Context: an optimization exercise on an open-source flow, tuned for a short achievable clock period and few clock cycles. The choices shown serve that exercise and are no tape-out recipe. Function was checked by simulation only, so behaviour that the tests miss may differ from the original. No activity file was given, so power comes from the tool's default toggle rates.

==> flow/design.v <==
module dcache_wt_direct #(
  parameter int ADDR_W     = 16,
  parameter int INDEX_BITS = 6
) (
  input  logic               clk,
  input  logic               reset,
  input  logic [ADDR_W-1:0]  cpu_addr,
  input  logic               cpu_ren,
  input  logic               cpu_wen,
  input  logic [31:0]        cpu_wdata,
  input  logic [3:0]         cpu_bsel,
  output logic [31:0]        cpu_rdata,
  output logic               cpu_stall,
  output logic [ADDR_W-1:0]  mem_addr,
  output logic               mem_ren,
  output logic               mem_wen,
  output logic [31:0]        mem_wdata,
  output logic [3:0]         mem_bsel,
  input  logic [31:0]        mem_rdata,
  input  logic               mem_ready,
  output logic [31:0]        hit_count,
  output logic [31:0]        miss_count
);
  localparam int LINES = 1 << INDEX_BITS;
  localparam int TAG_W = ADDR_W - INDEX_BITS;
  typedef enum logic [2:0] {IDLE, RD_REQ, RD_WAIT, WR_REQ, WR_WAIT} state_t;
  state_t                  state;
  logic [LINES-1:0]        valid;
  logic [TAG_W-1:0]        tag_arr  [LINES];
  logic [31:0]             data_arr [LINES];
  logic [INDEX_BITS-1:0]   idx;
  logic [TAG_W-1:0]        tag;
  logic [INDEX_BITS-1:0]   fill_idx;
  logic [TAG_W-1:0]        fill_tag;
  logic                    hit;
  logic                    fill;
  function automatic logic [31:0] merge_bytes(input logic [31:0] old_word,
                                              input logic [31:0] new_word,
                                              input logic [3:0]  bsel);
    logic [31:0] res;
    for (int b = 0; b < 4; b++)
      res[8*b +: 8] = bsel[b] ? new_word[8*b +: 8] : old_word[8*b +: 8];
    merge_bytes = res;
  endfunction
  assign idx      = cpu_addr[INDEX_BITS-1:0];
  assign tag      = cpu_addr[ADDR_W-1:INDEX_BITS];
  assign fill_idx = mem_addr[INDEX_BITS-1:0];
  assign fill_tag = mem_addr[ADDR_W-1:INDEX_BITS];
  assign hit      = valid[idx] && (tag_arr[idx] == tag);
  assign fill     = (state == RD_WAIT) && mem_ready;
  always_comb begin
    cpu_stall = 1'b0;
    cpu_rdata = 32'd0;
    case (state)
      IDLE: begin
        if (cpu_wen)
          cpu_stall = 1'b1;
        else if (cpu_ren) begin
          cpu_stall = !hit;
          if (hit) cpu_rdata = data_arr[idx];
        end
      end
      RD_WAIT: begin
        cpu_stall = !mem_ready;
        if (mem_ready) cpu_rdata = mem_rdata;
      end
      WR_WAIT: cpu_stall = !mem_ready;
      default: cpu_stall = 1'b1;
    endcase
  end
  always_ff @(posedge clk or posedge reset) begin
    if (reset) begin
      state          <= IDLE;
      valid          <= '0;
      mem_addr   <= '0;
      mem_ren    <= 1'b0;
      mem_wen    <= 1'b0;
      mem_wdata  <= 32'd0;
      mem_bsel   <= 4'd0;
      hit_count  <= 32'd0;
      miss_count <= 32'd0;
    end else begin
      case (state)
        IDLE: begin
          if (cpu_wen) begin
            mem_wen   <= 1'b1;
            mem_addr  <= cpu_addr;
            mem_wdata <= cpu_wdata;
            mem_bsel  <= cpu_bsel;
            state         <= WR_REQ;
          end else if (cpu_ren) begin
            if (hit)
              hit_count <= hit_count + 32'd1;
            else begin
              miss_count <= miss_count + 32'd1;
              mem_ren    <= 1'b1;
              mem_addr   <= cpu_addr;
              state          <= RD_REQ;
            end
          end
        end
        RD_REQ: begin
          mem_ren <= 1'b0;
          state       <= RD_WAIT;
        end
        RD_WAIT: begin
          if (mem_ready) begin
            valid[fill_idx] <= 1'b1;
            state           <= IDLE;
          end
        end
        WR_REQ: begin
          mem_wen <= 1'b0;
          state       <= WR_WAIT;
        end
        WR_WAIT: begin
          if (mem_ready) state <= IDLE;
        end
        default: state <= IDLE;
      endcase
    end
  end
  always_ff @(posedge clk) begin
    if (fill) begin
      tag_arr[fill_idx]  <= fill_tag;
      data_arr[fill_idx] <= mem_rdata;
    end else if ((state == IDLE) && cpu_wen && hit) begin
      data_arr[idx] <= merge_bytes(data_arr[idx], cpu_wdata, cpu_bsel);
    end
  end
endmodule
==> flow/run.sh <==
#!/bin/bash
# synth_recipe.tcl (not shown) runs the flow's synth.tcl, then flattens the netlist and writes it again
# the make line also repeats each setting of config.mk as NAME=value (left out here)
make -C /OpenROAD-flow-scripts/flow DESIGN_CONFIG=/design/flow/config.mk WORK_HOME=/design/flow/orfs CLKGATE_MAP_FILE= SYNTH_SCRIPT=/design/flow/synth_recipe.tcl finish
==> flow/config.mk <==
export PLATFORM = sky130hd
export DESIGN_NAME = dcache_wt_direct
export DESIGN_NICKNAME = dcache_wt_direct
export VERILOG_FILES = /design/flow/design.v
export SDC_FILE = /design/flow/constraint.sdc
export NUM_CORES = 4
export LEC_CHECK = 0
export CAP_MARGIN = 20
export CORE_MARGIN = 2
export CORE_UTILIZATION = 40
export SETUP_SLACK_MARGIN = 0.3
export SLEW_MARGIN = 20
==> flow/constraint.sdc <==
create_clock -name core_clock -period 7.0 [get_ports {clk}]
set_input_delay 1.4000 -clock core_clock [delete_from_list [all_inputs] [get_ports {clk}]]
set_output_delay 1.4000 -clock core_clock [all_outputs]
set_load 0.01 [all_outputs]
==> metrics.md <==
| Metric | Value |
|---|---|
| Psw | `9840 uW` |
| Reg clk slew, reported paths | `0.06 ns` |
| Clk pwr share | `0.382` |
| CP startpoint kind | `primary input` |
| Worst Path Required | `5.60 ns` |
| Critical path fanouts, max | `22` |
| Largest stage delay on the critical path | `0.54 ns` |
| Worst Tran Pin Value | `1.18 ns` |
| Mean Syn Cell Area | `22.1 um2` |
| Drc violations | `0` |
| Hold WC Path Type | `reg2reg` |
| CTS H-tree lvls | `5` |
| Data arrival, critical path | `5.24 ns` |
| Initial drt markers | `7560` |
| Fmax | `0.151 GHz` |
| Vias in the first global route | `56600` |
| Layout fillers | `22600` |
| Ys async rst share | `0.0644` |
| Largest net degree at the start of global routing | `107` |
| Slew Viols, Final | `0` |
| Clock sink total | `2873` |
| Switching Fraction | `0.244` |
| First-pass GRT wire length | `442000 um` |
| Placed Cells | `9066` |
| Utilization after layout | `0.474` |
| Die H | `534 um` |
| EDFF count, synth | `2688` |
| Via count | `57000` |
| Total CTS buffers | `297` |
| Die ar. | `285000 um2` |
| Yosys cell types | `77` |
| Core area | `279000 um2` |
| Port Buffers | `239` |
| Starting Density | `0.402` |
| Post-Syn Instances | `5085` |
| CP max-delay cell | `clkdlybuf4s50_1` |
| Worst path bufs/invs | `5` |
| Clk Latency, worst-skew pair | `0.87 ns` |
| CTS root buffer | `clkbuf_16` |
| Fin Clk Skew | `0.0693 ns` |
| HPWL after DPL | `180000 um` |
| Layout Cells excl Fill | `9599` |
| CTS max path bufs | `4` |
| Routability cong. | `0.908` |
| Worst Setup End Kind | `output pin` |
| Critical Path, Cell by Cell | `clkbuf_4 > buf_12 > nand2b_1 > o22ai_1 > o21ai_0 > nand4_1 > a21bo_2 > a22oi_1 > and4_1 > and4_4 > buf_12 > buf_4 > a22o_1 > clkdlybuf4s50_1` |
| Cts hold-fix bufs | `0` |
| Synth Register Bits | `2873` |
| # setup viols final | `0` |
| GRT Total Usage | `0.218` |
| Outcome | `finished clean` |
| Flop pwr share | `0.501` |
| Setup tns final | `0 ns` |
| Max Cap Viol | `0` |
| Detailed Route WL | `314000 um` |
| Setup CP Type | `in2out` |
| Row cnt | `194` |
| Layout cells sized above 1 | `0.293` |
| P_leak | `0.0422 uW` |
| Yosys warns | `1` |
| Syn_nets | `5180` |
| Most used cell, CP | `buf_12` |
| Final period utilization | `0.949` |
| Crit path max-delay family | `buffers and inverters` |
| Slew Limit Headroom | `0.209` |
| Synthesized area | `112000 um2` |
| RSZ-0062 raised after global routing | `false` |
| Final Hold Viols | `0` |
| Initial antenna violation count | `6` |
| Max IR drop VDD | `0.341 mV` |
| Tmin final | `6.64 ns` |
| Die width | `534 um` |
| CTS tree | `done` |
| Via density | `5.93` |
| Pint | `30500 uW` |
| Antenna viol nets, final | `0` |
| PwrDens | `304 nW/um2` |
| Drt pass-1 iters | `5` |
| Congestion Overflow GR | `0` |
| Top FF cell, synth | `edfxtp_1` |
| Register area share after synthesis | `0.761` |
| Area Overhead vs Synth | `18.0%` |
| Routed WL per cell | `32.7 um` |
| Comb power frac | `0.117` |
| # IOs | `240` |
| # nets final | `5741` |
[state kept, by name (all words and copies together) (netlist names)]
name,count
data_arr,2048
hit_count,32
mem_addr,16
mem_bsel,4
mem_ren,1
mem_wdata,32
mem_wen,1
miss_count,32
state,3
tag_arr,640
valid,64
[per-stage QoR]
stage               total power [uW]  hold WS, ns  instance area, um2  setup WS [ns]
floorplan                      22800        0.423              112000          0.571
global placement               25100        0.438              123000         0.0601
detailed placement             25300        0.448              123000         0.0658
CTS                            40600        0.463              132000          0.302
global route                   41500        0.483              132000          0.311
finish                         40300        0.463              132000          0.357
[synthesized netlist by cell type (12+ instances only)]
| cell | count | share of area |
|---|---|---|
| edfxtp_1 | 2688 | 0.72 |
| mux4_2 | 809 | 0.16 |
| dfrtp_1 | 185 | 0.041 |
| nand2_1 | 185 | 0.0062 |
| clkbuf_1 | 163 | 0.0055 |
| nor2_1 | 145 | 0.0049 |
| mux2i_1 | 121 | 0.011 |
| o22ai_1 | 82 | 0.0046 |
| buf_2 | 77 | 0.0034 |
| o21bai_1 | 60 | 0.0040 |
| a21oi_1 | 50 | 0.0022 |
| nand3_1 | 41 | 0.0018 |
| xnor2_1 | 41 | 0.0032 |
| a22o_1 | 35 | 0.0027 |
| a22oi_1 | 32 | 0.0021 |
| xor2_1 | 31 | 0.0024 |
| and3_1 | 25 | 0.0014 |
| mux2_2 | 21 | 0.0021 |
| nand4_1 | 21 | 0.0012 |
| buf_1 | 20 | 0.00067 |
| buf_6 | 18 | 0.0018 |
| and2_1 | 17 | 0.00095 |
| nor3_1 | 16 | 0.00071 |
| inv_1 | 14 | 0.00047 |
| nor4_1 | 12 | 0.00067 |
| or3_1 | 12 | 0.00067 |
[final cells by class]
| type | instances | area, um2 | share of cell area |
|---|---|---|---|
| antenna | 5 | 12.5 | 0.0000945 |
| clock buffer | 365 | 7860 | 0.0593 |
| clock inverter | 158 | 1480 | 0.0112 |
| inverter | 16 | 75.1 | 0.000567 |
| multi-input combinational | 1907 | 26700 | 0.202 |
| sequential | 2873 | 85400 | 0.645 |
| tap | 3724 | 4660 | 0.0352 |
| timing repair buffer | 551 | 6270 | 0.0474 |
[final timing paths]
| kind | startpoint | endpoint | slack, ns | cells after the start |
|---|---|---|---|---|
| max in group asynchronous | reset | mem_addr[15] | 4.55 | 3 |
| min in group asynchronous | reset | hit_count[15] | 1.00 | 2 |
| setup reg to reg | tag_arr[47][4] | data_arr[16][17] | 2.41 | 13 |
| hold / removal | valid[36] | valid[36] | 0.46 | 1 |
| hold reg to reg | valid[36] | valid[36] | 0.46 | 1 |
| setup / recovery | cpu_addr[2] | cpu_rdata[17] | 0.36 | 14 |
[layout by cell type, fill, tap and decap left out, types with 10 or more instances in the layout]
| master | synthesis | routed |
|---|---|---|
| o22ai_1 | 82 | 19 |
| o21bai_1 | 60 | 60 |
| a22oi_1 | 32 | 32 |
| mux2i_1 | 121 | 118 |
| dfrtp_2 | 0 | 10 |
| xor2_1 | 31 | 31 |
| clkinv_1 | 1 | 55 |
| nand2_1 | 185 | 183 |
| and2_1 | 17 | 16 |
| bufinv_16 | 0 | 26 |
| nor2_2 | 0 | 20 |
| inv_1 | 14 | 13 |
| buf_4 | 3 | 192 |
| clkdlybuf4s50_1 | 0 | 232 |
| nor3_1 | 16 | 16 |
| mux4_2 | 809 | 809 |
| clkbuf_16 | 0 | 305 |
| nor4_1 | 12 | 12 |
| dfrtp_1 | 185 | 175 |
| a21oi_1 | 50 | 16 |
| a22o_1 | 35 | 35 |
| and3_1 | 25 | 24 |
| edfxtp_1 | 2688 | 2688 |
| nor2b_1 | 10 | 10 |
| clkinv_2 | 0 | 55 |
| o22ai_4 | 0 | 63 |
| clkbuf_1 | 163 | 59 |
| xnor2_1 | 41 | 41 |
| nand3_1 | 41 | 41 |
| or3_1 | 12 | 12 |
| clkinvlp_4 | 0 | 11 |
| nand4_1 | 21 | 21 |
| mux2_2 | 21 | 21 |
| and4_1 | 11 | 10 |
| nand2b_1 | 11 | 11 |
| a21oi_4 | 0 | 32 |
| buf_12 | 4 | 119 |
| nor2_1 | 145 | 125 |
[routing by layer]
layer	up-vias	GRT usage	wire length, um
met5	-	0	0
met4	0	0.0726	10800
met3	515	0.0333	24600
met2	2817	0.352	153000
met1	31000	0.304	126000
li1	22600	-	-
[what timing repair did]
| action | in CTS | in global routing |
|---|---|---|
| cloned | 0 | 1 |
| pin swaps | 1 | 0 |
| buffers inserted | 1 | 0 |
| resized for setup | 4 | 10 |
| setup endpoints to repair | 32 | 33 |
[cells by family after synthesis]
| kind of cell | after synthesis | synth area share |
|---|---|---|
| buffers and inverters | 305 | 0.0132 |
| adder cells (fa/ha/maj) | 6 | 0.000669 |
| AND/OR/NAND/NOR | 538 | 0.0229 |
| multiplexers | 954 | 0.176 |
| XOR/XNOR | 72 | 0.00562 |
| AO/OA/AOI/OAI | 337 | 0.0213 |
| flip-flops | 2873 | 0.761 |
[power by group through the flow]
stage / registers, uW / logic [uW] / clock network, uW
3_3_place_gp: 20500 / 4610 / 0
6_report: 20200 / 4720 / 15400
3_5_place_dp: 20600 / 4700 / 0
4_1_cts: 20200 / 4710 / 15600
2_1_floorplan: 20800 / 1970 / 0
5_1_grt: 20200 / 4950 / 16300
Testbench counts, summed over its fixed seeds: cycles 88,091.

==> separate check: timing with driven ports <==
How much do the figures lean on ideal ports? The routed layout below was timed once more, with nothing changed but the port constraints.
Step 1 sets driving cells, clkbuf_16 on the clock port and buf_2 on the other inputs (assumed; they add their load-dependent delay and slew).
Step 2 times the ports against the registers' clock, not the clock port: input delays grow and output delays shrink by t, the midpoint of the rising clock arrivals with the driver on.
Slacks: ideal / step 1 / step 2; pairs: ideal / step 1.
t, ns: 0.935
slack for setup (ns): 0.357 / 0.142 / 0.142
worst hold slack (ns): 0.463 / 0.463 / 0.463
slew at the worst register clock pin (ns): 0.07 / 0.07
cell pins on the clock port's net: 1
After both steps this run still meets setup and hold. For this run, drivers alone change the setup slack by -0.215 ns; drivers and shift together by -0.215 ns.
